This is an optimization exercise on Yosys and OpenROAD, whose aim is small area, not a production implementation. At most, simulation tests tie the RTL to the original design; equivalence was not proved. The RTL of runs 2 to 4 was laid out without a check of its function. Power and IR drop assume default switching activity. The clock port is modelled as an ideal driver; clocking choices that lean on that would not hold on a real chip.

### flow/design.v
package cpu_types_pkg;
   typedef logic [31:0] word_t;
   typedef logic [4:0]  reg_addr_t;
   typedef logic [4:0]  alu_op_t;    
   typedef logic [1:0]  wd_sel_t;
   localparam wd_sel_t wd_alu  = 2'd0;
   localparam wd_sel_t wd_pc4  = 2'd1;
   localparam wd_sel_t wd_load = 2'd3;
   typedef enum logic [1:0] {
      step_fetch  = 2'd0,
      step_decode = 2'd1,
      step_mem    = 2'd2,
      step_write  = 2'd3
   } step_t;
   typedef struct packed {
      logic    pc_enable;
      logic    pc_load;
      logic    reg_re1;
      logic    reg_re2;
      logic    reg_we;
      logic    alu_sel1;       
      logic    alu_sel2;       
      alu_op_t alu_op;
      logic    target_load;
      wd_sel_t wd_sel;
      logic    ram_addr_sel;   
      logic    inst_load;
      logic    inst_mux_sel;   
   } ctrl_t;
   typedef struct packed {
      logic [6:0] opcode;
      logic [2:0] funct3;
      logic       bit20;
      logic       bit30;
      logic       cmp_out;
   } decode_t;
endpackage
package isa_pkg;
   typedef enum logic [6:0] {
      OP_IMM   = 7'b0010011,
      LUI      = 7'b0110111,
      AUIPC    = 7'b0010111,
      OP       = 7'b0110011,
      JAL      = 7'b1101111,
      JALR     = 7'b1100111,
      BRANCH   = 7'b1100011,
      LOAD     = 7'b0000011,
      STORE    = 7'b0100011,
      MISC_MEM = 7'b0001111,
      SYSTEM   = 7'b1110011
   } opcode_t;
   localparam logic [2:0] f3_add_sub = 3'b000;
   localparam logic [2:0] f3_sll     = 3'b001;
   localparam logic [2:0] f3_slt     = 3'b010;
   localparam logic [2:0] f3_sltu    = 3'b011;
   localparam logic [2:0] f3_xor     = 3'b100;
   localparam logic [2:0] f3_srl_sra = 3'b101;
   localparam logic [2:0] f3_or      = 3'b110;
   localparam logic [2:0] f3_and     = 3'b111;
   localparam logic [2:0] f3_beq  = 3'b000;
   localparam logic [2:0] f3_bne  = 3'b001;
   localparam logic [2:0] f3_blt  = 3'b100;
   localparam logic [2:0] f3_bge  = 3'b101;
   localparam logic [2:0] f3_bltu = 3'b110;
   localparam logic [2:0] f3_bgeu = 3'b111;
endpackage
`timescale 1ns/1ps
module cpu_top (
   input  logic        clk,
   input  logic        reset,
   input  logic [31:0] ram_rdata,
   output logic [31:0] ram_addr,
   output logic [31:0] ram_wdata,
   output logic        ram_re,
   output logic        ram_we,
   output logic        halt
);
   logic [3:0]  c;
   logic        run;        
   logic [31:2] ir;
   logic [31:0] pc;         
   logic [31:0] sd;         
   logic [11:0] ea;         
   logic        alc;        
   logic        pcc;        
   logic        eq;         
   logic        cond;       
   logic [3:0]  sd_in;      
   logic [2:0]  ph;
   logic        f2;
   assign ph = c[2:0];
   assign f2 = c[3];
   logic [4:0] rs1, rs2, rd;
   logic [2:0] f3;
   logic i6, i5, i4, i3, i2;
   assign rs1 = ir[19:15];
   assign rs2 = ir[24:20];
   assign rd  = ir[11:7];
   assign f3  = ir[14:12];
   assign {i6, i5, i4, i3, i2} = ir[6:2];
   logic is_sys, is_jal, is_jalr, is_branch, is_lui, is_auipc;
   logic is_load, is_store, is_alu, is_op, is_shift, is_slt;
   assign is_sys    = i6 & i4;
   assign is_jal    = i3;
   assign is_jalr   = i6 & i2 & ~i3;
   assign is_branch = i6 & ~i4 & ~i2;
   assign is_lui    = ~i6 & i2 & i5;
   assign is_auipc  = ~i6 & i2 & ~i5;
   assign is_load   = ~i6 & ~i4 & ~i2 & ~i5;
   assign is_store  = ~i6 & ~i4 & ~i2 & i5;
   assign is_alu    = ~i6 & i4 & ~i2;
   assign is_op     = is_alu & i5;
   assign is_shift  = is_alu & (f3[1:0] == 2'b01);
   assign is_slt    = is_alu & (f3[2:1] == 2'b01);
   logic [31:0] imm;
   always_comb begin
      if (~i6 & i2)
         imm = {ir[31:12], 12'b0};
      else if (i3)
         imm = {{12{ir[31]}}, ir[19:12], ir[20], ir[30:21], 1'b0};
      else if (i6 & ~i2)
         imm = {{20{ir[31]}}, ir[7], ir[30:25], ir[11:8], 1'b0};
      else if (~i6 & i5)
         imm = {{21{ir[31]}}, ir[30:25], ir[11:7]};
      else
         imm = {{21{ir[31]}}, ir[30:20]};
   end
   logic [3:0] imm_d;
   assign imm_d = imm[4*ph +: 4];
   logic [127:0] taps;
   logic [3:0]   wd;
   logic         wen;
   assign taps[3:0] = 4'b0;
   for (genvar k = 1; k < 32; k++) begin : g_rf
      logic [31:0] r;
      always_ff @(posedge clk) begin
         r <= {(wen && rd == k) ? wd : r[3:0], r[31:4]};
      end
      assign taps[4*k +: 4] = r[3:0];
   end
   logic [3:0] pa, pb, pct;
   logic [63:0] a1, b1;
   logic [31:0] a2, b2;
   logic [15:0] a3, b3;
   logic [7:0]  a4, b4;
   for (genvar i = 0; i < 16; i++) begin : g_m1
      assign a1[4*i +: 4] = rs1[0] ? taps[8*i+4 +: 4] : taps[8*i +: 4];
      assign b1[4*i +: 4] = rs2[0] ? taps[8*i+4 +: 4] : taps[8*i +: 4];
   end
   for (genvar i = 0; i < 8; i++) begin : g_m2
      assign a2[4*i +: 4] = rs1[1] ? a1[8*i+4 +: 4] : a1[8*i +: 4];
      assign b2[4*i +: 4] = rs2[1] ? b1[8*i+4 +: 4] : b1[8*i +: 4];
   end
   for (genvar i = 0; i < 4; i++) begin : g_m3
      assign a3[4*i +: 4] = rs1[2] ? a2[8*i+4 +: 4] : a2[8*i +: 4];
      assign b3[4*i +: 4] = rs2[2] ? b2[8*i+4 +: 4] : b2[8*i +: 4];
   end
   for (genvar i = 0; i < 2; i++) begin : g_m4
      assign a4[4*i +: 4] = rs1[3] ? a3[8*i+4 +: 4] : a3[8*i +: 4];
      assign b4[4*i +: 4] = rs2[3] ? b3[8*i+4 +: 4] : b3[8*i +: 4];
   end
   assign pa = rs1[4] ? a4[7:4] : a4[3:0];
   assign pb = rs2[4] ? b4[7:4] : b4[3:0];
   assign pct = pc[3:0];
   logic       a_zero, a_pc, b_rs2, sub;
   logic [3:0] a, b, bx, logic_r, alu_out;
   logic [4:0] sum;
   logic       cin;
   assign a_zero = ~f2 & (is_lui | is_shift);
   assign a_pc   = f2 ? (is_jal | is_branch) : is_auipc;
   assign b_rs2  = ~f2 & (is_op | is_branch);
   assign sub    = ~f2 & (is_branch | is_slt | (is_op & f3 == 3'b000 & ir[30]) |
                          (is_shift & ~f3[2]));
   assign a  = a_zero ? 4'b0 : a_pc ? pct : pa;
   assign b  = b_rs2 ? pb : imm_d;
   assign bx = b ^ {4{sub}};
   assign cin = (ph == 3'd0) ? sub : alc;
   assign sum = {1'b0, a} + {1'b0, bx} + {4'b0, cin};
   always_comb begin
      case (f3[1:0])
         2'b10:   logic_r = a | b;
         2'b11:   logic_r = a & b;
         default: logic_r = a ^ b;
      endcase
   end
   assign alu_out = (is_alu & f3[2]) ? logic_r : sum[3:0];
   logic lt, cmp, eq_now;
   assign eq_now = (a == b) & (ph == 3'd0 | eq);
   assign lt  = ~sum[4] ^ ((is_branch ? ~f3[1] : ~f3[0]) & (a[3] ^ b[3]));
   assign cmp = is_branch ? ((f3[2] ? lt : eq_now) ^ f3[0]) : lt;
   logic [4:0] pca;
   logic       tgt;
   logic [3:0] pc_in;
   assign pca = {1'b0, pct} + {2'b0, f2 & ph == 3'd0, 2'b0} + {4'b0, ph != 3'd0 & pcc};
   assign tgt = is_jal | is_jalr | (is_branch & cond);
   always_comb begin
      if (!run)
         pc_in = 4'b0;
      else if (f2 & tgt)
         pc_in = {alu_out[3:1], alu_out[0] & (ph != 3'd0)};
      else
         pc_in = pca[3:0];
   end
   logic [2:0] q, ia;
   logic       left, vh;
   logic [3:0] s0, ta, hv, shp, shd;
   logic [7:0] fun;
   assign q    = ea[4:2];
   assign left = ~f3[2] & (ea[4:0] != 5'd0);
   assign ia   = q + 3'd1;
   assign s0   = f2 ? sd[3:0] : sd_in;
   always_comb begin
      case (ia)
         3'd0:    ta = s0;
         3'd1:    ta = sd[7:4];
         3'd2:    ta = sd[11:8];
         3'd3:    ta = sd[15:12];
         3'd4:    ta = sd[19:16];
         3'd5:    ta = sd[23:20];
         3'd6:    ta = sd[27:24];
         default: ta = sd[31:28];
      endcase
   end
   assign vh  = ({1'b0, c} + {2'b0, q} <= 5'd14) ^ left;
   assign hv  = vh ? ta : {4{f3[2] & ir[30] & cond}};
   assign fun = {hv, shp} >> ea[1:0];
   assign shd = fun[3:0];
   logic [3:0] loadd;
   assign loadd = (ph == 3'd7) ? sd[31:28] : ram_rdata[4*ph +: 4];
   always_comb begin
      if (!f2)
         wd = alu_out;
      else if (is_jal | is_jalr)
         wd = pca[3:0];
      else if (is_load)
         wd = loadd;
      else if (is_slt)
         wd = {3'b0, cond & (ph == 3'd0)};
      else
         wd = shd;
   end
   logic w1, w2;
   assign w1  = (is_alu & ~is_shift & ~is_slt) | is_lui | is_auipc;
   assign w2  = is_jal | is_jalr | is_load | is_shift | is_slt;
   assign wen = run & (f2 ? w2 : w1);
   always_comb begin
      if (!f2)
         sd_in = is_store ? pb : pa;
      else if (is_load)
         sd_in = ram_rdata[31:28];
      else
         sd_in = sd[3:0];
   end
   always_ff @(posedge clk) begin
      pc  <= {pc_in, pc[31:4]};
      sd  <= {sd_in, sd[31:4]};
      alc <= sum[4];
      pcc <= pca[4];
      eq  <= eq_now;
      shp <= hv;
      if (c == 4'd7) cond <= is_shift ? pa[3] : cmp;
      if (c == 4'd0) ea[3:0]  <= alu_out;
      if (c == 4'd1) ea[7:4]  <= alu_out;
      if (c == 4'd2) ea[11:8] <= alu_out;
      if (c == 4'd15 && !halt) ir <= ram_rdata[31:2];
      if (reset) begin
         c   <= 4'd8;
         run <= 1'b0;
      end else begin
         c <= c + 4'd1;
         if (c == 4'd15) run <= 1'b1;
      end
   end
   assign halt      = run & is_sys;
   assign ram_we    = run & is_store & (c == 4'd7);
   assign ram_re    = ~ram_we;
   assign ram_addr  = {20'b0, (c == 4'd14) ? {pc[19:12], pc[11:10]} : ea[11:2], 2'b0};
   assign ram_wdata = {pb, sd[31:4]};
endmodule
### flow/flow/run.sh
#!/bin/bash
# Own flow: the standard layout with port buffers of the smallest buffer and a
# clock tree without dummy loads. Each tool's output goes to its own log.
export BUFFER_PORTS_ARGS="-buffer_cell sky130_fd_sc_hd__buf_1"
export CTS_ARGS="-sink_clustering_enable -repair_clock_nets -dont_use_dummy_load -buf_list sky130_fd_sc_hd__clkbuf_16 -sink_clustering_size 36 -sink_clustering_max_diameter 70"
bash standard.sh > standard.log 2>&1
### flow/standard.sh
#!/bin/bash
# synth_recipe.tcl (not shown) runs the flow's synth.tcl, then flattens the netlist and writes it again
# the make line also repeats each setting of config.mk as NAME=value (left out here)
make -C /OpenROAD-flow-scripts/flow DESIGN_CONFIG=/design/flow/config.mk WORK_HOME=/design/flow/orfs CLKGATE_MAP_FILE= SYNTH_SCRIPT=/design/flow/synth_recipe.tcl "${@:-finish}"
### flow/config.mk
export PLATFORM = sky130hd
export DESIGN_NAME = cpu_top
export DESIGN_NICKNAME = cpu_top
export VERILOG_FILES = /design/flow/design.v
export SDC_FILE = /design/flow/constraint.sdc
export NUM_CORES = 4
export LEC_CHECK = 0
export CAP_MARGIN = 0
export CORE_MARGIN = 2
export CORE_UTILIZATION = 60
export SLEW_MARGIN = 0
### flow/constraint.sdc
create_clock -name core_clock -period 10.0 [get_ports {clk}]
set_input_delay 2.0000 -clock core_clock [delete_from_list [all_inputs] [get_ports {clk}]]
set_output_delay 2.0000 -clock core_clock [all_outputs]
set_load 0.01 [all_outputs]
==> results.txt, run 1 <==
- Largest family of logic cells by synthesized area: multiplexers
- Inst Count DP: 2630
- Initial antenna violation count: 1
- # fillers: about 3600
- CTS Hold Bufs: 0
- Yosys Warn Count: 1
- Post-CTS sizing: 0
- Crit-path max cell delay: ~860 ps
- Final wirelength: around 58000 um
- Port bufs: 78
- CTS buffer count: 42
- Vias in the first global route: 13558
- Crit end category: flop
- Die area: 51800 sq um
- Clk pwr share: 30.0%
- Sequential Power Share: between 60% and 70%
- Outcome: complete, no violations
- Largest net degree at the start of global routing: 43
- DR iter-0 viols: around 1200
- Clock-pin slew on the worst setup and hold paths: about 120 ps
- Number of flops mapped to enable cells by yosys: 43
- Layout cells sized above 1: between 10% and 20%
- Clock Tree Root: clkbuf_16
- Max Slew Vio Count: 0
- Drt via density: 5.30
- Postcts setup bufs: 0
- H-tree depth: 2
- Worst-Margin Slew: between 1000 and 1500 ps
- Commonest non-fill, non-tap cell in the layout: dfxtp_1
- Switch Pwr: 1300 uW
- Sum Neg Setup Slack: 0 ps
- Die W: 228 um
- Minimum clock period: 5540 ps
- PwrDens: between 200 and 250 nW/um^2
- Leak: 0.0125 uW
- CP max-delay cell: a31oi_4
- WL/cell: 21.7 um
- Clock Tree Buf Depth: 3
- CTS tree: built
- Drt first pass iters: 5
- FFs w/ async S/R, synth: 0%
- CP max FO: 31
- Clock Latency Late Sink: around 630 ps
- First-pass GRT wire length: 85600 um
- Layout area overhead: 5.58%
- Cell Chain, Critical Path: nor2b_1, nor3b_1, o21ai_0, o21ai_0, a221oi_1, a21oi_1, mux2_2, xor2_1, fa_1, inv_1, fa_1, xor2_1, nand2_1, o21ai_0, a21oi_1, a31oi_4, mux2_2
- Max Cap Viol: 0
- Gr ovfl total: 0
- CP arrival: ~6100 ps
- Sequential area share after synthesis: between 70% and 80%
- Int Power: ~5300 uW
- CP required: between 10000 and 15000 ps
- Hold Path Class: flop to flop
- Total Nets Final: approximately 2100
- Fin cells: around 2700
- Post-synthesis simple-gate area fraction: 3.73%
- Via count: 14172
- Multiplexer area fraction after synthesis: 12.4%
- Io pins: 101
- Net Sw Frac: between 10% and 20%
- Ratio of final minimum period to clock period: between 50 and 60%
- Std-Cell Rows: 81
- Compound-cell area share of the yosys netlist: 4.15%
- Number of diodes: 0
- Cell area after synthesis: about 30000 sq um
- Post-route DRC: 0
- Final Hold Viols: 0
- Crit path top cell by count: o21ai_0
- Kind of critical path: flop to flop
- Post-DRT Antenna Nets: 0
- RD Place Congestion: approximately 0.88
- CP Launch Type: flop
- Sink Count: ~1100
- Syn avg cell area: about 15 sq um
- Slew headroom: between 20% and 30%
- Final setup fails: 0
- Most frequent cells in the layout: dfxtp_1 (1068), mux2_2 (146), buf_1 (78)
- Yosys reg bits: around 1100
- Final HPWL DP: ~40000 um
- Library cells used by synthesis: 74
- Die height: about 230 um
- Synth Area in Adders: 1.12%
- Initial Utilization: 61.1%
- Gr usage total: 22.6%
- XOR/XNOR share of the synthesized area: less than 1%
- RSZ-0062 raised after global routing: false
- Core footprint: roughly 49000 sq um
- Max Clock Freq: 181 MHz
- IR drop worst, VDD: 0.192 mV
- Main flop type after synthesis: dfxtp_1
- Logic pwr share: approximately 1.9%
- Post-Syn Instances: about 2000
- Max Clock Skew: 83.7 ps
-- sequential cells by signal, summed over array words and instances, names as in the netlist --
signal and flops:
pcc 1, sd 32, ir 30, cond 1
g_rf.r 992, ea 12, alc 1, run 1
pc 32, eq 1, c 4, shp 4
-- power groups by stage --
stage / Clock, uW / Sequential [uW] / Combinational [uW]
6_report: 1970 / 4470 / 125
5_1_grt: 2150 / 4480 / 137
4_1_cts: 2010 / 4470 / 125
3_5_place_dp: 0 / 4580 / 124
3_3_place_gp: 0 / 4570 / 124
2_1_floorplan: 0 / 4570 / 97.3
-- cells in the mapped netlist, types with 4 or more instances --
cell type | n | area [sq um]
dfxtp_1 | 1068 | 21400
mux2_2 | 146 | 1640
nand2_1 | 68 | 255
nor2_1 | 65 | 244
mux4_2 | 57 | 1280
buf_4 | 54 | 405
mux2i_1 | 49 | 490
o21ai_0 | 48 | 240
edfxtp_1 | 43 | 1290
a21oi_1 | 38 | 190
clkbuf_1 | 38 | 143
inv_1 | 25 | 93.8
ha_1 | 22 | 275
nand3_1 | 20 | 100
nand2b_1 | 13 | 81.3
buf_2 | 12 | 60.1
nor2b_1 | 12 | 75.1
a211oi_1 | 11 | 82.6
and3_1 | 11 | 68.8
mux4_1 | 11 | 289
nand3b_1 | 10 | 75.1
a31oi_1 | 9 | 56.3
buf_1 | 8 | 30.0
o21a_1 | 8 | 60.1
o31ai_1 | 8 | 60.1
a221oi_1 | 7 | 61.3
o211ai_1 | 7 | 52.6
a21o_1 | 6 | 45.0
nor3_1 | 6 | 30.0
o22ai_1 | 6 | 37.5
xor2_1 | 6 | 52.6
a22oi_1 | 5 | 37.5
buf_6 | 5 | 56.3
xnor2_1 | 5 | 43.8
and2_1 | 4 | 25.0
-- metal layers --
metal	global-route usage (%)	vias up	share of wire [%]
met5	0	-	0
met4	7.13	0	2.7
met3	3.03	81	5.0
met2	34.2	394	43
met1	34.1	6984	49
li1	-	6713	-
-- kinds of logic (layout without fill, tap and decap cells) --
| logic type | Yosys count | in the layout |
|---|---|---|
| AO/OA/AOI/OAI | 184 | 184 |
| multiplexers | 265 | 265 |
| adder cells (fa/ha/maj) | 25 | 25 |
| XOR/XNOR | 11 | 11 |
| flip-flops | 1111 | 1111 |
| AND/OR/NAND/NOR | 229 | 229 |
| buffers and inverters | 144 | 161 |
| other | 1 | 22 |
-- cell type report --
cell class / count / area, sq um / area share (%)
clock buffer: 42 / 1050 / 3.32
multi-input combinational: 736 / 6640 / 20.9
sequential: 1111 / 22700 / 71.5
inverter: 25 / 93.8 / 0.296
timing repair buffer: 94 / 413 / 1.30
tap: 664 / 831 / 2.62
-- worst paths after layout --
| path | to | slack [ps] | cells past startpoint | startpoint |
|---|---|---|---|---|
| worst min register to register | g_rf[3].r[14] | 270 | 0 | g_rf[3].r[18] |
| worst max-delay path | g_rf[2].r[30] | 4460 | 17 | ir[6] |
| worst min-delay path | g_rf[3].r[14] | 270 | 0 | g_rf[3].r[18] |
| worst max register to register | g_rf[2].r[30] | 4460 | 17 | ir[6] |
-- worst max-delay path, delay by kind of cell (launching register included) --
family	cells	cell delay, ps
buffers and inverters	1	60
AND/OR/NAND/NOR	3	1080
multiplexers	2	610
XOR/XNOR	2	380
flip-flops	1	580
AO/OA/AOI/OAI	7	2070
adder cells (fa/ha/maj)	2	690
-- through the flow --
stage / cell area, sq um / worst slack, ps / hold WS, ps / power, uW / util [%]
after CTS: 31700 / 4460 / 271 / 6610 / 64.5
final: 31700 / 4460 / 269 / 6570 / 64.5
after global routing: 31700 / 4000 / 267 / 6760 / 64.5
after global placement: 30600 / 4690 / 309 / 4700 / 62.3
after floorplan: 30100 / 5690 / 310 / 4670 / -
after detailed placement: 30600 / 4440 / 312 / 4700 / 62.3
==> inputs of run 2 (changes only) <==
--- a/flow/design.v
+++ b/flow/design.v
@@ -114,17 +114,23 @@
    assign is_slt    = is_alu & (f3[2:1] == 2'b01);
-   logic [31:0] imm;
-   always_comb begin
-      if (~i6 & i2)
-         imm = {ir[31:12], 12'b0};
-      else if (i3)
-         imm = {{12{ir[31]}}, ir[19:12], ir[20], ir[30:21], 1'b0};
-      else if (i6 & ~i2)
-         imm = {{20{ir[31]}}, ir[7], ir[30:25], ir[11:8], 1'b0};
-      else if (~i6 & i5)
-         imm = {{21{ir[31]}}, ir[30:25], ir[11:7]};
-      else
-         imm = {{21{ir[31]}}, ir[30:20]};
-   end
+   logic       fu, fj, fb, fs, fsb, sg;
    logic [3:0] imm_d;
-   assign imm_d = imm[4*ph +: 4];
+   assign fu  = ~i6 & i2;           
+   assign fj  = i3;                 
+   assign fb  = i6 & ~i2;           
+   assign fs  = ~i6 & i5 & ~i2;     
+   assign fsb = fs | fb;
+   assign sg  = ir[31];
+   always_comb begin
+      case (ph)
+         3'd0:    imm_d = fu ? 4'b0 : {fsb ? ir[10:8] : ir[23:21],
+                                       fs ? ir[7] : ~fsb & ~fj & ir[20]};
+         3'd1:    imm_d = fu ? 4'b0 : fsb ? {ir[27:25], ir[11]} : ir[27:24];
+         3'd2:    imm_d = fu ? 4'b0 : {fj ? ir[20] : fb ? ir[7] : sg, ir[30:28]};
+         3'd3:    imm_d = (fu | fj) ? ir[15:12] : {4{sg}};
+         3'd4:    imm_d = (fu | fj) ? ir[19:16] : {4{sg}};
+         3'd5:    imm_d = fu ? ir[23:20] : {4{sg}};
+         3'd6:    imm_d = fu ? ir[27:24] : {4{sg}};
+         default: imm_d = fu ? ir[31:28] : {4{sg}};
+      endcase
+   end
    logic [127:0] taps;
==> results.txt, run 2 <==
- Outcome: complete, no violations (unchanged)
- Layout area overhead: 5.59% (was 5.58%)
- Vias in the first global route: 14825 (was 13558)
- PnR worst setup slack: 4510 ps (was 4460 ps)
- CTS tree: built (unchanged)
- Postcts setup bufs: 0 (unchanged)
- RD Place Congestion: 0.857 (was 0.877)
- Max Cap Viol: 0 (unchanged)
- Final wirelength: 63000 um (was 58000 um)
- Hold Path Class: flop to flop (unchanged)
- Clock Latency Late Sink: 620 ps (was 630 ps)
- WL/cell: 22.2 um (was 21.7 um)
- RSZ-0062 raised after global routing: false (unchanged)
- Post-DRT Antenna Nets: 0 (unchanged)
- Synth area leader: dfxtp_1 (unchanged)
- Gr ovfl total: 0 (unchanged)
- Fin cells: 2842 (was 2672)
- First-pass GRT wire length: 94600 um (was 85600 um)
- Total Nets Final: 2232 (was 2069)
- Die area: 52100 sq um (was 51800 sq um)
- Main flop type after synthesis: dfxtp_1 (unchanged)
- Std-Cell Rows: 82 (was 81)
- DR iter-0 viols: 1254 (was 1192)
- Drt via density: 5.41 (was 5.30)
- Largest net degree at the start of global routing: 45 (was 43)
- Final instance area: 31900 sq um (was 31700 sq um)
- Drt first pass iters: 6 (was 5)
- Max Slew Vio Count: 0 (unchanged)
- CTS Hold Bufs: 0 (unchanged)
- Placed Area: 30800 sq um (was 30600 sq um)
- Sum Neg Setup Slack: 0 ps (unchanged)
- Top Layer Used: met4 (unchanged)
- Most frequent cells in the layout: dfxtp_1 (1068), nand2_1 (150), a21oi_1 (98) (was dfxtp_1 (1068), mux2_2 (146), buf_1 (78))
- Hold path cells: 0 (unchanged)
- CP Launch Type: flop (unchanged)
- Met2 WL post-DR: 26900 um (was 25000 um)
- Final HPWL DP: 43900 um (was 39800 um)
- Port bufs: 78 (unchanged)
- FFs w/ async S/R, synth: 0% (unchanged)
- Minimum clock period: 5490 ps (was 5540 ps)
- Max Clock Skew: 90.4 ps (was 83.7 ps)
- Synth area leaders: dfxtp_1 (71%), edfxtp_1 (4.3%), mux4_2 (3.7%), mux2_2 (2.2%), nand2_1 (1.9%) (was dfxtp_1 (71%), mux2_2 (5.5%), edfxtp_1 (4.3%), mux4_2 (4.3%), mux2i_1 (1.6%))
- Crit end category: flop (unchanged)
- Synth cell count leaders: dfxtp_1 (1068), nand2_1 (150), a21oi_1 (100), nor2_1 (82), mux2_2 (59) (was dfxtp_1 (1068), mux2_2 (146), nand2_1 (68), nor2_1 (65), mux4_2 (57))
- Clock-pin slew on the worst setup and hold paths: 120 ps (about the same)
- Initial Utilization: 60.5% (was 61.1%)
- Ratio of final minimum period to clock period: 54.9% (was 55.4%)
- Max Clock Freq: 182 MHz (was 181 MHz)
- Post-route DRC: 0 (unchanged)
- Max reg flops: 992 (unchanged)
- IR drop worst, VDD: 0.196 mV (was 0.192 mV)
- Biggest register: g_rf.r (unchanged)
- Final setup fails: 0 (unchanged)
- CP required: 10440 ps (was 10520 ps)
- Inst Count DP: 2799 (was 2630)
- Min Hold Slack: 285 ps (was 269 ps)
- Cell area after synthesis: 30200 sq um (was 30000 sq um)
- Yosys Warn Count: 1 (unchanged)
- M1 WL: 30500 um (was 28600 um)
- Core footprint: 49900 sq um (was 49200 sq um)
- Yosys reg bits: 1111 (unchanged)
- Die height: 228 um (about the same)
- Final Hold Viols: 0 (unchanged)
- Met3 wire len: 3860 um (was 2880 um)
- Clock Tree Root: clkbuf_16 (unchanged)
- Sequential area share after synthesis: 75.2% (was 75.5%)
- Layout cells sized above 1: 8.80% (was 13.9%)
- Syn avg cell area: 14.1 sq um (was 15.2 sq um)
- PwrDens: 207 nW/um^2 (about the same)
- CTS buffer count: 43 (was 42)
- Post-Syn Instances: 2137 (was 1970)
- Post-synth top area share: 70.9% (was 71.2%)
- Sink Count: 1111 (unchanged)
- CP arrival: 5930 ps (was 6060 ps)
- Io pins: 101 (unchanged)
- Worst Setup Slack post-DPL: 4520 ps (was 4440 ps)
- Via count: 15378 (was 14172)
- Post-CTS sizing: 0 (unchanged)
- Number of diodes: 0 (unchanged)
- R2R depth: 20 (was 17)
- Kind of critical path: flop to flop (unchanged)
- Leak: 0.0126 uW (was 0.0125 uW)
- CP max FO: 31 (unchanged)
- Die W: 228 um (about the same)
- Most common cell in the netlist: dfxtp_1 (unchanged)
- Commonest non-fill, non-tap cell in the layout: dfxtp_1 (unchanged)
- Library cells used by synthesis: 81 (was 74)
- Gr usage total: 24.4% (was 22.6%)
- Slew headroom: 17.1% (was 29.1%)
- Worst-Margin Slew: 1230 ps (was 1060 ps)
- H-tree depth: 2 (unchanged)
- Biggest regs: g_rf.r x992, pc x32, sd x32 (unchanged)
- Number of flops mapped to enable cells by yosys: 43 (unchanged)
- Clock Tree Buf Depth: 3 (unchanged)
- Initial antenna violation count: 3 (was 1)
run 2: layer usage:
layer | up-vias | global-route usage (%)
met5 | - | 0
li1 | 7288 | -
met3 | 90 | 3.66
met2 | 481 | 36.3
met4 | 0 | 7.35
met1 | 7519 | 37.0
run 2: power breakdown:
part           leakage, uW  switching [uW]  internal [uW]
registers          0.00914            14.6           4470
clock network     0.000530            1200            778
logic              0.00290            93.4           50.8
run 2: per-stage QoR:
| step | utilization [%] | total power (uW) |
|---|---|---|
| finish | 63.9 | 6600 |
| CTS | 63.9 | 6650 |
| detailed placement | 61.7 | 4720 |
| global route | 63.9 | 6820 |
| floorplan | - | 4680 |
| global placement | 61.7 | 4720 |
run 2: critical path: stages, from the launching register on:
cell and delay, ps:
dfxtp_1 860, inv_1 160, ha_1 410, o21ai_0 200, o21ai_0 110, a31oi_1 230, o21ai_0 150, a221o_1 280
o22ai_1 330, xor2_1 230, fa_1 240, inv_1 70, fa_1 460, xnor2_1 150, nand2_1 70, o21ai_0 280
nor2_1 170, a21oi_1 110, nor4b_4 250, buf_4 400, o31ai_1 150
run 2: cell families (layout without fill, tap and decap cells):
kind of cell | count (synthesis) | after routing | synth area share (%)
flip-flops | 1111 | 1111 | 75.2
AND/OR/NAND/NOR | 355 | 355 | 5.55
AO/OA/AOI/OAI | 303 | 303 | 6.37
multiplexers | 171 | 171 | 8.47
buffers and inverters | 160 | 172 | 2.99
adder cells (fa/ha/maj) | 26 | 26 | 1.15
XOR/XNOR | 10 | 10 | 0.290
other | 1 | 22 | 0.0124
run 2: path summary, 6_finish.rpt:
path | slack, ps | start | endpoint
max | 4510 | c[0] | g_rf[17].r[30]
min | 280 | g_rf[7].r[28] | g_rf[7].r[24]
max reg2reg | 4510 | c[0] | g_rf[17].r[30]
min reg2reg | 280 | g_rf[7].r[28] | g_rf[7].r[24]
run 2: layout make-up:
type | instances | area, sq um
well taps | 672 | 841
fillers | 3810 | 18000
inverters | 31 | 116
flip-flops and latches | 1111 | 22700
clock buffers | 43 | 1080
multi-input cells | 887 | 6700
repair buffers | 98 | 443
==> inputs of run 3 (changes only) <==
==> flow/flow/run.sh (replaced) <==
#!/bin/bash
# Own flow: the standard layout with port buffers of the smallest buffer and a
# clock tree without dummy loads. Each tool's output goes to its own log.
export BUFFER_PORTS_ARGS="-buffer_cell sky130_fd_sc_hd__buf_1"
export CTS_ARGS="-sink_clustering_enable -repair_clock_nets -dont_use_dummy_load -buf_list sky130_fd_sc_hd__clkbuf_16 -sink_clustering_size 38 -sink_clustering_max_diameter 45"
bash standard.sh > standard.log 2>&1
--- a/flow/config.mk
+++ b/flow/config.mk
@@ -9,3 +9,4 @@
 export CORE_MARGIN = 2
-export CORE_UTILIZATION = 60
+export CORE_UTILIZATION = 75
+export PLACE_DENSITY = 0.85
 export SLEW_MARGIN = 0
==> results.txt, run 3 <==
- Max Clock Freq: 169 MHz (was 182 MHz)
- Min Hold Slack: 283 ps (was 285 ps)
- Leak: 0.0128 uW (was 0.0126 uW)
- Crit end category: flop (unchanged)
- Minimum clock period: 5930 ps (was 5490 ps)
- Biggest regs: g_rf.r x992, pc x32, sd x32 (unchanged)
- Biggest register: g_rf.r (unchanged)
- Outcome: complete, no violations (unchanged)
- PwrDens: 220 nW/um^2 (was 207 nW/um^2)
- Commonest non-fill, non-tap cell in the layout: dfxtp_1 (unchanged)
- IR drop worst, VDD: 0.192 mV (was 0.196 mV)
- Die W: 205 um (was 228 um)
- Vias in the first global route: 17730 (was 14825)
- H-tree depth: 2 (unchanged)
- Post-synth top area share: 70.9% (unchanged)
- Die height: 205 um (was 228 um)
- CP required: 10440 ps (about the same)
- Port bufs: 78 (unchanged)
- Drt via density: 6.39 (was 5.41)
- Inst Count DP: 2651 (was 2799)
- Gr ovfl total: 0 (unchanged)
- Clock Latency Late Sink: 680 ps (was 620 ps)
- CP Launch Type: flop (unchanged)
- RSZ-0062 raised after global routing: false (unchanged)
- Final setup fails: 0 (unchanged)
- Final Hold Viols: 0 (unchanged)
- Syn avg cell area: 14.1 sq um (unchanged)
- Number of flops mapped to enable cells by yosys: 43 (unchanged)
- CTS Hold Bufs: 0 (unchanged)
- Yosys reg bits: 1111 (unchanged)
- CTS tree: built (unchanged)
- Library cells used by synthesis: 81 (unchanged)
- Post-Syn Instances: 2137 (unchanged)
- FFs w/ async S/R, synth: 0% (unchanged)
- Largest net degree at the start of global routing: 36 (was 45)
- Initial Utilization: 75.9% (was 60.5%)
- WL/cell: 29.5 um (was 22.2 um)
- Synth area leader: dfxtp_1 (unchanged)
- Most frequent cells in the layout: dfxtp_1 (1068), nand2_1 (150), a21oi_1 (98) (unchanged)
- Yosys Warn Count: 1 (unchanged)
- Core footprint: 39700 sq um (was 49900 sq um)
- Post-CTS sizing: 0 (unchanged)
- Total Nets Final: 2249 (was 2232)
- Postcts setup bufs: 0 (unchanged)
- Io pins: 101 (unchanged)
- Max Clock Skew: 105 ps (was 90.4 ps)
- First-pass GRT wire length: 116000 um (was 94600 um)
- Sum Neg Setup Slack: 0 ps (unchanged)
- Initial antenna violation count: 4 (was 3)
- Via count: 17344 (was 15378)
- RD Place Congestion: 0.907 (was 0.857)
- Clock Tree Root: clkbuf_16 (unchanged)
- Hold Path Class: flop to flop (unchanged)
- Max reg flops: 992 (unchanged)
- Clock Tree Buf Depth: 3 (unchanged)
- Sequential area share after synthesis: 75.2% (unchanged)
- Synth area leaders: dfxtp_1 (71%), edfxtp_1 (4.3%), mux4_2 (3.7%), mux2_2 (2.2%), nand2_1 (1.9%) (unchanged)
- Sink Count: 1111 (unchanged)
- Cell area after synthesis: 30200 sq um (unchanged)
- Final HPWL DP: 48700 um (was 43900 um)
- Layout area overhead: 6.49% (was 5.59%)
- Gr usage total: 38.7% (was 24.4%)
- Most common cell in the netlist: dfxtp_1 (unchanged)
- Post-route DRC: 0 (unchanged)
- Final wirelength: 79900 um (was 63000 um)
- Main flop type after synthesis: dfxtp_1 (unchanged)
- Fin cells: 2713 (was 2842)
- Die area: 41800 sq um (was 52100 sq um)
- Ratio of final minimum period to clock period: 59.3% (was 54.9%)
- Drt first pass iters: 8 (was 6)
- CP arrival: 6370 ps (was 5930 ps)
- Post-DRT Antenna Nets: 0 (unchanged)
- Clock-pin slew on the worst setup and hold paths: 120 ps (about the same)
- Slew headroom: 10.9% (was 17.1%)
- CP max FO: 35 (was 31)
- Std-Cell Rows: 73 (was 82)
- Max Cap Viol: 0 (unchanged)
- Synth cell count leaders: dfxtp_1 (1068), nand2_1 (150), a21oi_1 (100), nor2_1 (82), mux2_2 (59) (unchanged)
- CTS buffer count: 61 (was 43)
- DR iter-0 viols: 2416 (was 1254)
- Kind of critical path: flop to flop (unchanged)
- Max Slew Vio Count: 0 (unchanged)
- Layout cells sized above 1: 9.47% (was 8.80%)
- Worst-Margin Slew: 1330 ps (was 1230 ps)
[run 3: changes by cell type in the layout (fill, tap and decap cells not counted), sizes merged]
cell	before	now
clkbuf	43	61
buf	98	97
diode	0	1
[run 3: logic make-up (layout without fill, tap and decap cells)]
kind of cell    Yosys count  in the layout  share of synthesized area [%]
xor+xnor                 10             10                          0.290
buf+inv                 160            189                           2.99
simple gates            355            355                           5.55
mux                     171            171                           8.47
fa+ha+maj                26             26                           1.15
compound gates          303            303                           6.37
flops                  1111           1111                           75.2
other cells               1             23                         0.0124
[run 3: cell type report]
cell class              count  area [sq um]
multi-input cells         887          6710
fillers                  1827          7610
repair buffers             97           435
clock buffers              61          1530
flip-flops and latches   1111         22700
diodes                      1          2.50
inverters                  31           116
well taps                 525           657
[run 3: path summary, 6_finish.rpt]
kind                 startpoint             to  slack (ps)  cells after the start
hold reg to reg   g_rf[7].r[15]  g_rf[7].r[11]         280                      0
setup / recovery         ir[20]  g_rf[8].r[29]        4070                     13
hold / removal    g_rf[7].r[15]  g_rf[7].r[11]         280                      0
setup reg to reg         ir[20]  g_rf[8].r[29]        4070                     13
[run 3: critical path: stages, from the launching register on]
cell	delay, ps
edfxtp_1	680
buf_4	610
mux4_1	660
a22oi_1	260
nand4_1	330
o22ai_1	390
xor2_1	230
fa_1	230
inv_1	70
fa_1	530
a21o_1	180
o211ai_1	150
o21ai_4	1000
o21ai_0	350
[run 3: metrics by stage]
step / power (uW) / util, % / instance area [sq um] / setup WS (ps)
detailed placement: 4720 / 77.0 / 30600 / 4320
CTS: 7060 / 80.8 / 32100 / 4240
finish: 7070 / 80.8 / 32100 / 4070
floorplan: 4680 / - / 30200 / 5560
global placement: 4720 / 77.0 / 30600 / 4600
global route: 7210 / 80.8 / 32100 / 3790
[run 3: layer usage]
metal	track usage, %	up-vias	share of wire [%]
met5	0	-	0.050
met4	19.2	6	5.6
met3	9.00	373	10
met2	62.8	1333	47
met1	49.2	8319	37
li1	-	7313	-
[run 3: report_power, final]
| part | total (uW) | switching, uW | internal, uW |
|---|---|---|---|
| registers | 4480 | 15.9 | 4460 |
| logic | 152 | 101 | 51.2 |
| clock network | 2430 | 1350 | 1080 |
==> inputs of run 4 (changes only) <==
--- a/flow/design.v
+++ b/flow/design.v
@@ -81,3 +81,3 @@
    logic [31:0] pc;         
-   logic [31:0] sd;         
+   logic [27:0] sd;         
    logic [11:0] ea;         
@@ -211,3 +211,3 @@
    logic       left, vh;
-   logic [3:0] s0, ta, hv, shp, shd;
+   logic [3:0] ta, hv, shp, shd;
    logic [7:0] fun;
@@ -216,13 +216,12 @@
    assign ia   = q + 3'd1;
-   assign s0   = f2 ? sd[3:0] : sd_in;
    always_comb begin
       case (ia)
-         3'd0:    ta = s0;
-         3'd1:    ta = sd[7:4];
-         3'd2:    ta = sd[11:8];
-         3'd3:    ta = sd[15:12];
-         3'd4:    ta = sd[19:16];
-         3'd5:    ta = sd[23:20];
-         3'd6:    ta = sd[27:24];
-         default: ta = sd[31:28];
+         3'd0:    ta = pa;
+         3'd1:    ta = sd[3:0];
+         3'd2:    ta = sd[7:4];
+         3'd3:    ta = sd[11:8];
+         3'd4:    ta = sd[15:12];
+         3'd5:    ta = sd[19:16];
+         3'd6:    ta = sd[23:20];
+         default: ta = sd[27:24];
       endcase
@@ -234,3 +233,3 @@
    logic [3:0] loadd;
-   assign loadd = (ph == 3'd7) ? sd[31:28] : ram_rdata[4*ph +: 4];
+   assign loadd = (ph == 3'd7) ? sd[27:24] : ram_rdata[4*ph +: 4];
    always_comb begin
@@ -257,3 +256,3 @@
       else
-         sd_in = sd[3:0];
+         sd_in = pa;
    end
@@ -261,3 +260,3 @@
       pc  <= {pc_in, pc[31:4]};
-      sd  <= {sd_in, sd[31:4]};
+      sd  <= {sd_in, sd[27:4]};
       alc <= sum[4];
@@ -267,5 +266,3 @@
       if (c == 4'd7) cond <= is_shift ? pa[3] : cmp;
-      if (c == 4'd0) ea[3:0]  <= alu_out;
-      if (c == 4'd1) ea[7:4]  <= alu_out;
-      if (c == 4'd2) ea[11:8] <= alu_out;
+      if (c[3:2] == 2'b00 && c != 4'd3) ea <= {alu_out, ea[11:4]};
       if (c == 4'd15 && !halt) ir <= ram_rdata[31:2];
@@ -283,3 +280,3 @@
    assign ram_addr  = {20'b0, (c == 4'd14) ? {pc[19:12], pc[11:10]} : ea[11:2], 2'b0};
-   assign ram_wdata = {pb, sd[31:4]};
+   assign ram_wdata = {pb, sd};
 endmodule
==> flow/flow/run.sh (replaced) <==
#!/bin/bash
# Own flow: the standard layout with port buffers of the smallest buffer and a
# clock tree without dummy loads. Each tool's output goes to its own log.
export BUFFER_PORTS_ARGS="-buffer_cell sky130_fd_sc_hd__buf_1"
export CTS_ARGS="-sink_clustering_enable -repair_clock_nets -dont_use_dummy_load -buf_list sky130_fd_sc_hd__clkbuf_16 -sink_clustering_size 36 -sink_clustering_max_diameter 70"
bash standard.sh > standard.log 2>&1
--- a/flow/config.mk
+++ b/flow/config.mk
@@ -9,4 +9,3 @@
 export CORE_MARGIN = 2
-export CORE_UTILIZATION = 75
-export PLACE_DENSITY = 0.85
+export CORE_UTILIZATION = 60
 export SLEW_MARGIN = 0
==> results.txt, run 4 <==
- Yosys Warn Count: 1 (unchanged)
- Worst Setup Slack post-DPL: 4340 ps (was 4320 ps)
- Biggest regs: g_rf.r x992, pc x32, ir x30 (was g_rf.r x992, pc x32, sd x32)
- Post-route DRC: 0 (unchanged)
- CP max-delay cell: dfxtp_1 (was o21ai_4)
- Postcts setup bufs: 0 (unchanged)
- Final Hold Viols: 0 (unchanged)
- Number of diodes: 0 (was 1)
- Library cells used by synthesis: 92 (was 81)
- Outcome: complete, no violations (unchanged)
- Sum Neg Setup Slack: 0 ps (unchanged)
- Post-synth top area share: 69.5% (was 70.9%)
- Cell area after synthesis: 30700 sq um (was 30200 sq um)
- Gr usage total: 24.8% (was 38.7%)
- DR iter-0 viols: 1229 (was 2416)
- Max Slew Vio Count: 0 (unchanged)
- First-pass GRT wire length: 97900 um (was 116000 um)
- Final setup fails: 0 (unchanged)
- CP arrival: 6230 ps (was 6370 ps)
- Die height: 230 um (was 205 um)
- Layout cells sized above 1: 9.32% (was 9.47%)
- Via count: 15940 (was 17344)
- Clock-pin slew on the worst setup and hold paths: 100 ps (was 120 ps)
- Placed Area: 31400 sq um (was 30600 sq um)
- Net Sw Frac: 19.9% (was 20.8%)
- H-tree depth: 2 (unchanged)
- Port bufs: 78 (unchanged)
- Core footprint: 50300 sq um (was 39700 sq um)
- Final wirelength: 65300 um (was 79900 um)
- Switch Pwr: 1320 uW (was 1470 uW)
- Most frequent cells in the layout: dfxtp_1 (1064), nand2_1 (110), buf_1 (78) (was dfxtp_1 (1068), nand2_1 (150), a21oi_1 (98))
- Sequential Power Share: 67.4% (was 63.4%)
- Max reg flops: 992 (unchanged)
- Drt first pass iters: 5 (was 8)
- Number of flops mapped to enable cells by yosys: 43 (unchanged)
- Slew headroom: 16.3% (was 10.9%)
- Clock Latency Late Sink: 630 ps (was 680 ps)
- Post-DRT Antenna Nets: 0 (unchanged)
- RD Place Congestion: 0.901 (was 0.907)
- Storage cell area: 22600 sq um (was 22700 sq um)
- Syn avg cell area: 14.2 sq um (was 14.1 sq um)
- Biggest register: g_rf.r (unchanged)
- CP required: 10520 ps (was 10440 ps)
- CTS Hold Bufs: 0 (unchanged)
- Post-CTS sizing: 0 (unchanged)
- CP max FO: 62 (was 35)
- Buffers & Inverters on Critical Path: 3 (was 2)
- Vias in the first global route: 15665 (was 17730)
- Sink Count: 1107 (was 1111)
- Clk pwr share: 30.2% (was 34.4%)
- Cell Chain, Critical Path: clkinv_1, ha_1, or4_1, nor2_1, o22ai_1, o2111ai_1, o21ai_1, xor2_1, fa_1, inv_1, fa_1, xor2_1, a21oi_1, a221oi_1, a21oi_4, buf_4, nor3_1, a21oi_1 (was buf_4, mux4_1, a22oi_1, nand4_1, o22ai_1, xor2_1, fa_1, inv_1, fa_1, a21o_1, o211ai_1, o21ai_4, o21ai_0)
- Total Nets Final: 2261 (was 2249)
- FFs w/ async S/R, synth: 0% (unchanged)
- Int Power: 5290 uW (was 5590 uW)
- Synth area leaders: dfxtp_1 (69%), edfxtp_1 (4.2%), mux4_2 (3.7%), mux2_2 (2.3%), mux2i_1 (1.9%) (was dfxtp_1 (71%), edfxtp_1 (4.3%), mux4_2 (3.7%), mux2_2 (2.2%), nand2_1 (1.9%))
- Die W: 230 um (was 205 um)
- Minimum clock period: 5710 ps (was 5930 ps)
- Final instance area: 32500 sq um (was 32100 sq um)
- Logic pwr share: 2.4% (was 2.2%)
- Worst-Margin Slew: 1250 ps (was 1330 ps)
- Synth cell count leaders: dfxtp_1 (1064), nand2_1 (111), a21oi_1 (77), o21ai_0 (65), mux2_2 (63) (was dfxtp_1 (1068), nand2_1 (150), a21oi_1 (100), nor2_1 (82), mux2_2 (59))
- Sequential area share after synthesis: 73.7% (was 75.2%)
- # fillers: 3701 (was 1827)
- Final HPWL DP: 43500 um (was 48700 um)
- WL/cell: 22.7 um (was 29.5 um)
- Area of the multi-input gates: 7390 sq um (was 6710 sq um)
- Main flop type after synthesis: dfxtp_1 (unchanged)
- PwrDens: 203 nW/um^2 (was 220 nW/um^2)
- Ratio of final minimum period to clock period: 57.1% (was 59.3%)
- Max Clock Skew: 101 ps (was 105 ps)
- Yosys reg bits: 1107 (was 1111)
- RSZ-0062 raised after global routing: false (unchanged)
- PnR worst setup slack: 4290 ps (was 4070 ps)
- Crit end category: flop (unchanged)
- Delay-heaviest family, CP: compound AO/OA/AOI/OAI gates (unchanged)
- Io pins: 101 (unchanged)
- Utilization after layout: 64.6% (was 80.8%)
- Commonest non-fill, non-tap cell in the layout: dfxtp_1 (unchanged)
- CTS tree: built (unchanged)
- Std-Cell Rows: 82 (was 73)
- Drt via density: 5.55 (was 6.39)
- Largest net degree at the start of global routing: 63 (was 36)
- Max Cap Viol: 0 (unchanged)
- Leak: 0.0125 uW (was 0.0128 uW)
- CP Launch Type: flop (unchanged)
- Clock Tree Root: clkbuf_16 (unchanged)
- Crit-path max cell delay: 830 ps (was 1000 ps)
- Initial antenna violation count: 1 (was 4)
- Synth area leader: dfxtp_1 (unchanged)
- Max Clock Freq: 175 MHz (was 169 MHz)
- Clock Tree Buf Depth: 3 (unchanged)
- Kind of critical path: flop to flop (unchanged)
- Die area: 52900 sq um (was 41800 sq um)
- Initial Utilization: 61.0% (was 75.9%)
- Post-Syn Instances: 2156 (was 2137)
- Layout area overhead: 5.95% (was 6.49%)
- Most common cell in the netlist: dfxtp_1 (unchanged)
- CTS buffer count: 44 (was 61)
- Gr ovfl total: 0 (unchanged)
- Total power: 6610 uW (was 7070 uW)
- Hold Path Class: flop to flop (unchanged)
- IR drop worst, VDD: 0.196 mV (was 0.192 mV)
[run 4: layer usage]
metal / track usage (%) / vias to the layer above / part of all wire [%]
li1: - / 7520 / -
met1: 36.1 / 7828 / 48
met2: 38.1 / 482 / 44
met3: 3.67 / 110 / 5.0
met4: 8.61 / 0 / 3.3
met5: 0 / - / 0
[run 4: area by class of cell]
type | instances | share of cell area (%)
Sequential cell | 1107 | 69.5
Multi-Input combinational cell | 919 | 22.8
Clock buffer | 44 | 3.39
Tap cell | 672 | 2.59
Timing Repair Buffer | 98 | 1.36
Inverter | 31 | 0.358
[run 4: metrics by stage]
step	std cells	hold WS, ps
5_1_grt	2871	230
4_1_cts	2871	237
6_report	2871	239
3_5_place_dp	2827	312
2_1_floorplan	2177	310
3_3_place_gp	2827	310
[run 4: path summary, 6_finish.rpt]
kind	endpoint	slack (ps)	startpoint	cells after the start
worst max-delay path	g_rf[25].r[30]	4290	c[2]	18
worst min-delay path	g_rf[1].r[21]	240	g_rf[1].r[25]	0
worst max register to register	g_rf[25].r[30]	4290	c[2]	18
worst min register to register	g_rf[1].r[21]	240	g_rf[1].r[25]	0
[run 4: kinds of logic after synthesis]
kind of cell,Yosys count,synth area share [%]
DFF,1107,73.7
buffers and inverters,151,2.66
xor gates and xnor gates,11,0.314
other,1,0.0122
muxes,192,9.61
and+or+nand+nor,343,5.41
adders and majority gates,26,1.13
AOI/OAI and AO/OA,325,7.18
[run 4: power by group through the flow]
stage                     combinational (uW)  clock (uW)  sequential, uW
after CTS                                154        2050            4450
after global placement                   153           0            4550
final                                    156        2000            4450
after floorplan                          110           0            4550
after detailed placement                 153           0            4550
after global routing                     168        2180            4450
==> inputs of run 5 (changes only) <==
--- a/flow/design.v
+++ b/flow/design.v
@@ -114,23 +114,17 @@
    assign is_slt    = is_alu & (f3[2:1] == 2'b01);
-   logic       fu, fj, fb, fs, fsb, sg;
+   logic [31:0] imm;
+   always_comb begin
+      if (~i6 & i2)
+         imm = {ir[31:12], 12'b0};
+      else if (i3)
+         imm = {{12{ir[31]}}, ir[19:12], ir[20], ir[30:21], 1'b0};
+      else if (i6 & ~i2)
+         imm = {{20{ir[31]}}, ir[7], ir[30:25], ir[11:8], 1'b0};
+      else if (~i6 & i5)
+         imm = {{21{ir[31]}}, ir[30:25], ir[11:7]};
+      else
+         imm = {{21{ir[31]}}, ir[30:20]};
+   end
    logic [3:0] imm_d;
-   assign fu  = ~i6 & i2;           
-   assign fj  = i3;                 
-   assign fb  = i6 & ~i2;           
-   assign fs  = ~i6 & i5 & ~i2;     
-   assign fsb = fs | fb;
-   assign sg  = ir[31];
-   always_comb begin
-      case (ph)
-         3'd0:    imm_d = fu ? 4'b0 : {fsb ? ir[10:8] : ir[23:21],
-                                       fs ? ir[7] : ~fsb & ~fj & ir[20]};
-         3'd1:    imm_d = fu ? 4'b0 : fsb ? {ir[27:25], ir[11]} : ir[27:24];
-         3'd2:    imm_d = fu ? 4'b0 : {fj ? ir[20] : fb ? ir[7] : sg, ir[30:28]};
-         3'd3:    imm_d = (fu | fj) ? ir[15:12] : {4{sg}};
-         3'd4:    imm_d = (fu | fj) ? ir[19:16] : {4{sg}};
-         3'd5:    imm_d = fu ? ir[23:20] : {4{sg}};
-         3'd6:    imm_d = fu ? ir[27:24] : {4{sg}};
-         default: imm_d = fu ? ir[31:28] : {4{sg}};
-      endcase
-   end
+   assign imm_d = imm[4*ph +: 4];
    logic [127:0] taps;
@@ -266,3 +260,5 @@
       if (c == 4'd7) cond <= is_shift ? pa[3] : cmp;
-      if (c[3:2] == 2'b00 && c != 4'd3) ea <= {alu_out, ea[11:4]};
+      if (c == 4'd0) ea[3:0]  <= alu_out;
+      if (c == 4'd1) ea[7:4]  <= alu_out;
+      if (c == 4'd2) ea[11:8] <= alu_out;
       if (c == 4'd15 && !halt) ir <= ram_rdata[31:2];
--- a/flow/config.mk
+++ b/flow/config.mk
@@ -9,3 +9,3 @@
 export CORE_MARGIN = 2
-export CORE_UTILIZATION = 60
+export CORE_UTILIZATION = 50
 export SLEW_MARGIN = 0
==> results.txt, run 5 <==
- Outcome: complete, no violations (unchanged)
- WL/cell: 20.1 um (was 22.7 um)
- Core footprint: 58800 sq um (was 50300 sq um)
- Most common cell in the netlist: dfxtp_1 (unchanged)
- Die height: 247 um (was 230 um)
- DR iter-0 viols: 864 (was 1229)
- RD Place Congestion: 0.931 (was 0.901)
- Initial antenna violation count: 1 (unchanged)
- Via count: 14502 (was 15940)
- # fillers: 4847 (was 3701)
- Post-synthesis simple-gate area fraction: 5.04% (was 5.41%)
- Delay-heaviest family, CP: compound AO/OA/AOI/OAI gates (unchanged)
- Die area: 61200 sq um (was 52900 sq um)
- Number of flops mapped to enable cells by yosys: 43 (unchanged)
- Most frequent cells in the layout: dfxtp_1 (1064), nor2_1 (184), a21oi_1 (91) (was dfxtp_1 (1064), nand2_1 (110), buf_1 (78))
- CP required: 10450 ps (was 10520 ps)
- Worst-Margin Slew: 1030 ps (was 1250 ps)
- Post-route DRC: 0 (unchanged)
- Sink Count: 1107 (unchanged)
- Minimum clock period: 5680 ps (was 5710 ps)
- Cell area after synthesis: 29600 sq um (was 30700 sq um)
- Largest family of logic cells by synthesized area: multiplexers (unchanged)
- Kind of critical path: flop to flop (unchanged)
- Clock Tree Buf Depth: 3 (unchanged)
- Drt via density: 5.04 (was 5.55)
- Switch Pwr: 1320 uW (about the same)
- Multiplexer area fraction after synthesis: 9.03% (was 9.61%)
- Post-CTS sizing: 0 (unchanged)
- Clock Latency Late Sink: 630 ps (about the same)
- XOR/XNOR share of the synthesized area: 0.296% (was 0.314%)
- Commonest non-fill, non-tap cell in the layout: dfxtp_1 (unchanged)
- Syn avg cell area: 14.6 sq um (was 14.2 sq um)
- CTS buffer count: 46 (was 44)
- First-pass GRT wire length: 85600 um (was 97900 um)
- Postcts setup bufs: 0 (unchanged)
- Synth cell count leaders: dfxtp_1 (1064), nor2_1 (185), a21oi_1 (93), mux4_2 (70), mux2_2 (56) (was dfxtp_1 (1064), nand2_1 (111), a21oi_1 (77), o21ai_0 (65), mux2_2 (63))
- Crit end category: flop (unchanged)
- Die W: 247 um (was 230 um)
- CTS tree: built (unchanged)
- RSZ-0062 raised after global routing: false (unchanged)
- Yosys Warn Count: 1 (unchanged)
- Synth area leaders: dfxtp_1 (72%), mux4_2 (5.3%), edfxtp_1 (4.4%), nor2_1 (2.3%), mux2_2 (2.1%) (was dfxtp_1 (69%), edfxtp_1 (4.2%), mux4_2 (3.7%), mux2_2 (2.3%), mux2i_1 (1.9%))
- CP arrival: 6130 ps (was 6230 ps)
- Port bufs: 78 (unchanged)
- CP max-delay cell: edfxtp_1 (was dfxtp_1)
- Sequential area share after synthesis: 76.2% (was 73.7%)
- Initial Utilization: 50.4% (was 61.0%)
- Post-DRT Antenna Nets: 0 (unchanged)
- Total Nets Final: 2167 (was 2261)
- Clock Tree Root: clkbuf_16 (unchanged)
- Max Cap Viol: 0 (unchanged)
- Drt first pass iters: 6 (was 5)
- Int Power: 5320 uW (was 5290 uW)
- Std-Cell Rows: 89 (was 82)
- Storage cell area: 22600 sq um (unchanged)
- Max Clock Skew: 85.1 ps (was 101 ps)
- Buffers & Inverters on Critical Path: 3 (unchanged)
- CTS Hold Bufs: 0 (unchanged)
- Layout area overhead: 7.13% (was 5.95%)
- Biggest register: g_rf.r (unchanged)
- Post-Syn Instances: 2034 (was 2156)
- Crit path top cell by count: a21oi_1
- FFs w/ async S/R, synth: 0% (unchanged)
- Net Sw Frac: 19.9% (about the same)
- Logic pwr share: 2.1% (was 2.4%)
- CP max FO: 31 (was 62)
- Max reg flops: 992 (unchanged)
- Yosys reg bits: 1107 (unchanged)
- Final instance area: 31700 sq um (was 32500 sq um)
- Worst Setup Slack post-DPL: 4260 ps (was 4340 ps)
- Clock-pin slew on the worst setup and hold paths: 120 ps (was 100 ps)
- Ratio of final minimum period to clock period: 56.8% (was 57.1%)
- Synth Area in Adders: 1.13% (about the same)
- Gr usage total: 18.8% (was 24.8%)
- Io pins: 101 (unchanged)
- Crit-path max cell delay: 1030 ps (was 830 ps)
- Clk pwr share: 30.8% (was 30.2%)
- Largest net degree at the start of global routing: 39 (was 63)
- Max Slew Vio Count: 0 (unchanged)
- Compound-cell area share of the yosys netlist: 6.13% (was 7.18%)
- Max Clock Freq: 176 MHz (was 175 MHz)
- Synth area leader: dfxtp_1 (unchanged)
- Leak: 0.0123 uW (was 0.0125 uW)
- PwrDens: 209 nW/um^2 (was 203 nW/um^2)
- Min Hold Slack: 254 ps (was 239 ps)
- Final Hold Viols: 0 (unchanged)
- Final wirelength: 58000 um (was 65300 um)
- H-tree depth: 2 (unchanged)
- Layout cells sized above 1: 11.3% (was 9.32%)
- Placed Area: 30600 sq um (was 31400 sq um)
- Cell Chain, Critical Path: buf_4, nand2b_1, o221a_2, o311ai_2, nand2_1, or2_2, a21oi_1, inv_1, fa_1, inv_1, fa_1, nand2_1, o21ai_0, nor2_1, a21oi_1, a21oi_4, a21oi_1 (was clkinv_1, ha_1, or4_1, nor2_1, o22ai_1, o2111ai_1, o21ai_1, xor2_1, fa_1, inv_1, fa_1, xor2_1, a21oi_1, a221oi_1, a21oi_4, buf_4, nor3_1, a21oi_1)
- Sequential Power Share: 67.1% (was 67.4%)
- Post-synth top area share: 71.9% (was 69.5%)
- IR drop worst, VDD: 0.148 mV (was 0.196 mV)
- CP Launch Type: flop (unchanged)
- PnR worst setup slack: 4320 ps (was 4290 ps)
- Reg2reg setup slack: 4320 ps (was 4290 ps)
- Utilization after layout: 54.0% (was 64.6%)
- Slew headroom: 30.9% (was 16.3%)
- Library cells used by synthesis: 82 (was 92)
- Vias in the first global route: 13735 (was 15665)
- Final HPWL DP: 40000 um (was 43500 um)
- Sum Neg Setup Slack: 0 ps (unchanged)
- Gr ovfl total: 0 (unchanged)
- Hold Path Class: flop to flop (unchanged)
- Number of diodes: 0 (unchanged)
- Area of the multi-input gates: 6510 sq um (was 7390 sq um)
- Biggest regs: g_rf.r x992, pc x32, ir x30 (unchanged)
- Main flop type after synthesis: dfxtp_1 (unchanged)
- Final setup fails: 0 (unchanged)
run 5: kinds of logic after synthesis:
logic type | count (synthesis)
AOI/OAI and AO/OA | 272
buffers and inverters | 116
and+or+nand+nor | 334
adders and majority gates | 25
DFF | 1107
other | 1
xor gates and xnor gates | 10
muxes | 169
run 5: routing by layer:
metal	global-route usage, %	wire length, um
met1	27.6	28100
met3	3.18	3270
met4	5.78	1660
met5	0	0
met2	28.6	25000
run 5: per-stage QoR:
stage / total power [uW] / std cells
detailed placement: 4690 / 2833
floorplan: 4650 / 2055
global route: 6860 / 2879
CTS: 6700 / 2879
finish: 6640 / 2879
global placement: 4690 / 2833
run 5: final cells by class:
type | instances | share of cell area [%]
inverters | 23 | 0.272
flip-flops and latches | 1107 | 71.2
well taps | 773 | 3.05
multi-input cells | 832 | 20.5
repair buffers | 98 | 1.40
clock buffers | 46 | 3.63
run 5: path summary, 6_finish.rpt:
kind                       start        endpoint  depth (start not counted)
setup / recovery          ir[15]  g_rf[11].r[29]                         17
hold / removal    g_rf[27].r[24]  g_rf[27].r[20]                          0
setup reg to reg          ir[15]  g_rf[11].r[29]                         17
hold reg to reg   g_rf[27].r[24]  g_rf[27].r[20]                          0
run 5: power groups by stage:
stage          clock network (uW)  registers (uW)  logic, uW
6_report                     2050            4450        137
5_1_grt                      2260            4460        150
4_1_cts                      2110            4450        137
3_5_place_dp                    0            4550        136
3_3_place_gp                    0            4550        135
2_1_floorplan                   0            4550       96.6
==> inputs of run 6 (changes only) <==
--- a/flow/config.mk
+++ b/flow/config.mk
@@ -9,3 +9,3 @@
 export CORE_MARGIN = 2
-export CORE_UTILIZATION = 50
+export CORE_UTILIZATION = 60
 export SLEW_MARGIN = 0
==> results.txt, run 6 <==
- Synth area leader: dfxtp_1 (unchanged)
- RSZ-0062 raised after global routing: false (unchanged)
- Max Clock Skew: 87.5 ps (was 85.1 ps)
- Vias in the first global route: 13730 (was 13735)
- H-tree depth: 2 (unchanged)
- Outcome: complete, no violations (unchanged)
- CP required: 10440 ps (was 10450 ps)
- Number of flops mapped to enable cells by yosys: 43 (unchanged)
- Most common cell in the netlist: dfxtp_1 (unchanged)
- CP Launch Type: flop (unchanged)
- Die area: 51200 sq um (was 61200 sq um)
- Die W: 226 um (was 247 um)
- Initial antenna violation count: 0 (was 1)
- Via count: 14546 (was 14502)
- Main flop type after synthesis: dfxtp_1 (unchanged)
- CTS tree: built (unchanged)
- WL/cell: 20.8 um (was 20.1 um)
- Gr usage total: 22.9% (was 18.8%)
- Most frequent cells in the layout: dfxtp_1 (1064), nor2_1 (184), a21oi_1 (91) (unchanged)
- Slew headroom: 27.3% (was 30.9%)
- Int Power: 5270 uW (was 5320 uW)
- Port bufs: 78 (unchanged)
- CP max-delay cell: a21oi_4 (was edfxtp_1)
- Largest net degree at the start of global routing: 41 (was 39)
- Crit-path max cell delay: 780 ps (was 1030 ps)
- Ratio of final minimum period to clock period: 54.6% (was 56.8%)
- Post-DRT Antenna Nets: 0 (unchanged)
- Drt via density: 5.25 (was 5.04)
- Number of diodes: 0 (unchanged)
- Die height: 226 um (was 247 um)
- CP arrival: 5900 ps (was 6130 ps)
- Biggest register: g_rf.r (unchanged)
- Switch Pwr: 1300 uW (was 1320 uW)
- CP max FO: 40 (was 31)
- Max Slew Vio Count: 0 (unchanged)
- Final Hold Viols: 0 (unchanged)
- Synth cell count leaders: dfxtp_1 (1064), nor2_1 (185), a21oi_1 (93), mux4_2 (70), mux2_2 (56) (unchanged)
- Gr ovfl total: 0 (unchanged)
- CTS Hold Bufs: 0 (unchanged)
- Final HPWL DP: 39000 um (was 40000 um)
- Hold Path Class: flop to flop (unchanged)
- Buffers & Inverters on Critical Path: 2 (was 3)
- Clock Latency Late Sink: 620 ps (was 630 ps)
- Postcts setup bufs: 0 (unchanged)
- Logic pwr share: 2.0% (was 2.1%)
- Commonest non-fill, non-tap cell in the layout: dfxtp_1 (unchanged)
- Reg2reg setup slack: 4540 ps (was 4320 ps)
- PwrDens: 208 nW/um^2 (was 209 nW/um^2)
- RD Place Congestion: 0.909 (was 0.931)
- Max Cap Viol: 0 (unchanged)
- Sequential area share after synthesis: 76.2% (unchanged)
- Post-CTS sizing: 0 (unchanged)
- FFs w/ async S/R, synth: 0% (unchanged)
- Total Nets Final: 2168 (was 2167)
- Io pins: 101 (unchanged)
- Cell Chain, Critical Path: buf_4, mux4_2, mux4_2, mux2_2, mux2_2, xor2_1, fa_1, inv_1, fa_1, nand2_1, o21ai_0, nor2_1, a21oi_1, a21oi_4, a21oi_1 (was buf_4, nand2b_1, o221a_2, o311ai_2, nand2_1, or2_2, a21oi_1, inv_1, fa_1, inv_1, fa_1, nand2_1, o21ai_0, nor2_1, a21oi_1, a21oi_4, a21oi_1)
- Final setup fails: 0 (unchanged)
- Synth area leaders: dfxtp_1 (72%), mux4_2 (5.3%), edfxtp_1 (4.4%), nor2_1 (2.3%), mux2_2 (2.1%) (unchanged)
- Layout area overhead: 6.51% (was 7.13%)
- Utilization after layout: 64.6% (was 54.0%)
- Max Clock Freq: 183 MHz (was 176 MHz)
- Sum Neg Setup Slack: 0 ps (unchanged)
- Clk pwr share: 30.2% (was 30.8%)
- Yosys Warn Count: 1 (unchanged)
- Min Hold Slack: 243 ps (was 254 ps)
- Max reg flops: 992 (unchanged)
- Syn avg cell area: 14.6 sq um (unchanged)
- Post-route DRC: 0 (unchanged)
- Worst-Margin Slew: 1090 ps (was 1030 ps)
- Clock Tree Root: clkbuf_16 (unchanged)
- Layout cells sized above 1: 11.4% (was 11.3%)
- Initial Utilization: 60.7% (was 50.4%)
- Biggest regs: g_rf.r x992, pc x32, ir x30 (unchanged)
- Library cells used by synthesis: 82 (unchanged)
- Post-synth top area share: 71.9% (unchanged)
- Clock Tree Buf Depth: 3 (unchanged)
- Sequential Power Share: 67.8% (was 67.1%)
- Drt first pass iters: 5 (was 6)
- Delay-heaviest family, CP: multiplexers (was compound AO/OA/AOI/OAI gates)
- Cell area after synthesis: 29600 sq um (unchanged)
- Clock-pin slew on the worst setup and hold paths: 120 ps (about the same)
- Minimum clock period: 5460 ps (was 5680 ps)
- Crit end category: flop (unchanged)
- Std-Cell Rows: 81 (was 89)
- Net Sw Frac: 19.8% (was 19.9%)
- CTS buffer count: 43 (was 46)
- Leak: 0.0123 uW (about the same)
- Kind of critical path: flop to flop (unchanged)
- IR drop worst, VDD: 0.187 mV (was 0.148 mV)
- Core footprint: 48800 sq um (was 58800 sq um)
- Post-Syn Instances: 2034 (unchanged)
- DR iter-0 viols: 1096 (was 864)
- First-pass GRT wire length: 86000 um (was 85600 um)
- Yosys reg bits: 1107 (unchanged)
- Final wirelength: 57500 um (was 58000 um)
- Sink Count: 1107 (unchanged)
run 6: cell count changes in the layout (fill, tap and decap cells not counted):
cell and delta:
buf_4 +4, clkbuf_16 -3, clkinv_1 -1, inv_1 +1
run 6: area by class of cell:
type / instances / area [sq um]
clock buffer: 43 / 1080
fill: 3677 / 17300
inverter: 23 / 86.3
multi-input combinational: 832 / 6510
sequential: 1107 / 22600
tap: 664 / 831
timing repair buffer: 102 / 473
run 6: logic make-up after synthesis:
kind of cell | after synthesis | share of synthesized area (%)
flops | 1107 | 76.2
simple gates | 334 | 5.04
compound gates | 272 | 6.13
mux | 169 | 9.03
buf+inv | 116 | 2.13
fa+ha+maj | 25 | 1.13
xor+xnor | 10 | 0.296
other cells | 1 | 0.0127
run 6: power groups by stage:
stage / Combinational (uW) / Clock, uW / Sequential (uW)
after floorplan: 96.6 / 0 / 4550
after global placement: 129 / 0 / 4560
after detailed placement: 131 / 0 / 4560
after CTS: 132 / 2030 / 4460
after global routing: 144 / 2180 / 4460
final: 133 / 1980 / 4460
run 6: metrics by stage:
stage	instance area (sq um)	worst slack (ps)	std cells	power (uW)
after floorplan	29700	5640	2055	4650
after global placement	30500	4540	2728	4680
after detailed placement	30500	4480	2728	4690
after CTS	31600	4500	2771	6620
after global routing	31600	4190	2771	6780
final	31600	4540	2771	6570
run 6: path summary, 6_finish.rpt:
| check | from | endpoint | cells after the start |
|---|---|---|---|
| max | ir[20] | g_rf[21].r[29] | 15 |
| min | g_rf[28].r[5] | g_rf[28].r[1] | 0 |
| max reg2reg | ir[20] | g_rf[21].r[29] | 15 |
| min reg2reg | g_rf[28].r[5] | g_rf[28].r[1] | 0 |
run 6: metal layers:
layer	global-route usage [%]	part of all wire (%)	up-vias
met4	5.69	1.9	0
met2	34.7	44	416
met5	0	0	-
li1	-	-	7015
met1	34.6	49	7048
met3	3.52	5.6	67

afterwards: timing with drivers on the ports:
How much do the figures lean on ideal ports? The routed layouts below were timed once more, with nothing changed but the port constraints. Step 1: set_driving_cell puts a clkbuf_16 on clk and a buf_2 on each other input, an assumption about the parent block. Step 2 adds t to the input delays and takes it off the output delays; t is the mean of the earliest and latest rising clock arrival at the registers after step 1. Input paths then give back, and output paths get back, about the clock's delay inside the block. Three values: ideal ports, drivers, drivers and shift; two values: the first two.
run | shift t [ns] | slack for setup (ns) | cell pins on the clock port's net
run 1 | 0.649 | 4.464 / 4.464 / 4.464 | 1
run 2 | 0.637 | 4.509 / 4.509 / 4.509 | 1
run 3 | 0.687 | 4.070 / 4.070 / 4.070 | 1
run 4 | 0.638 | 4.289 / 4.289 / 4.289 | 1
run 5 | 0.645 | 4.315 / 4.315 / 4.315 | 1
run 6 | 0.641 | 4.538 / 4.538 / 4.538 | 1
After both steps setup and hold are still met in every run listed.
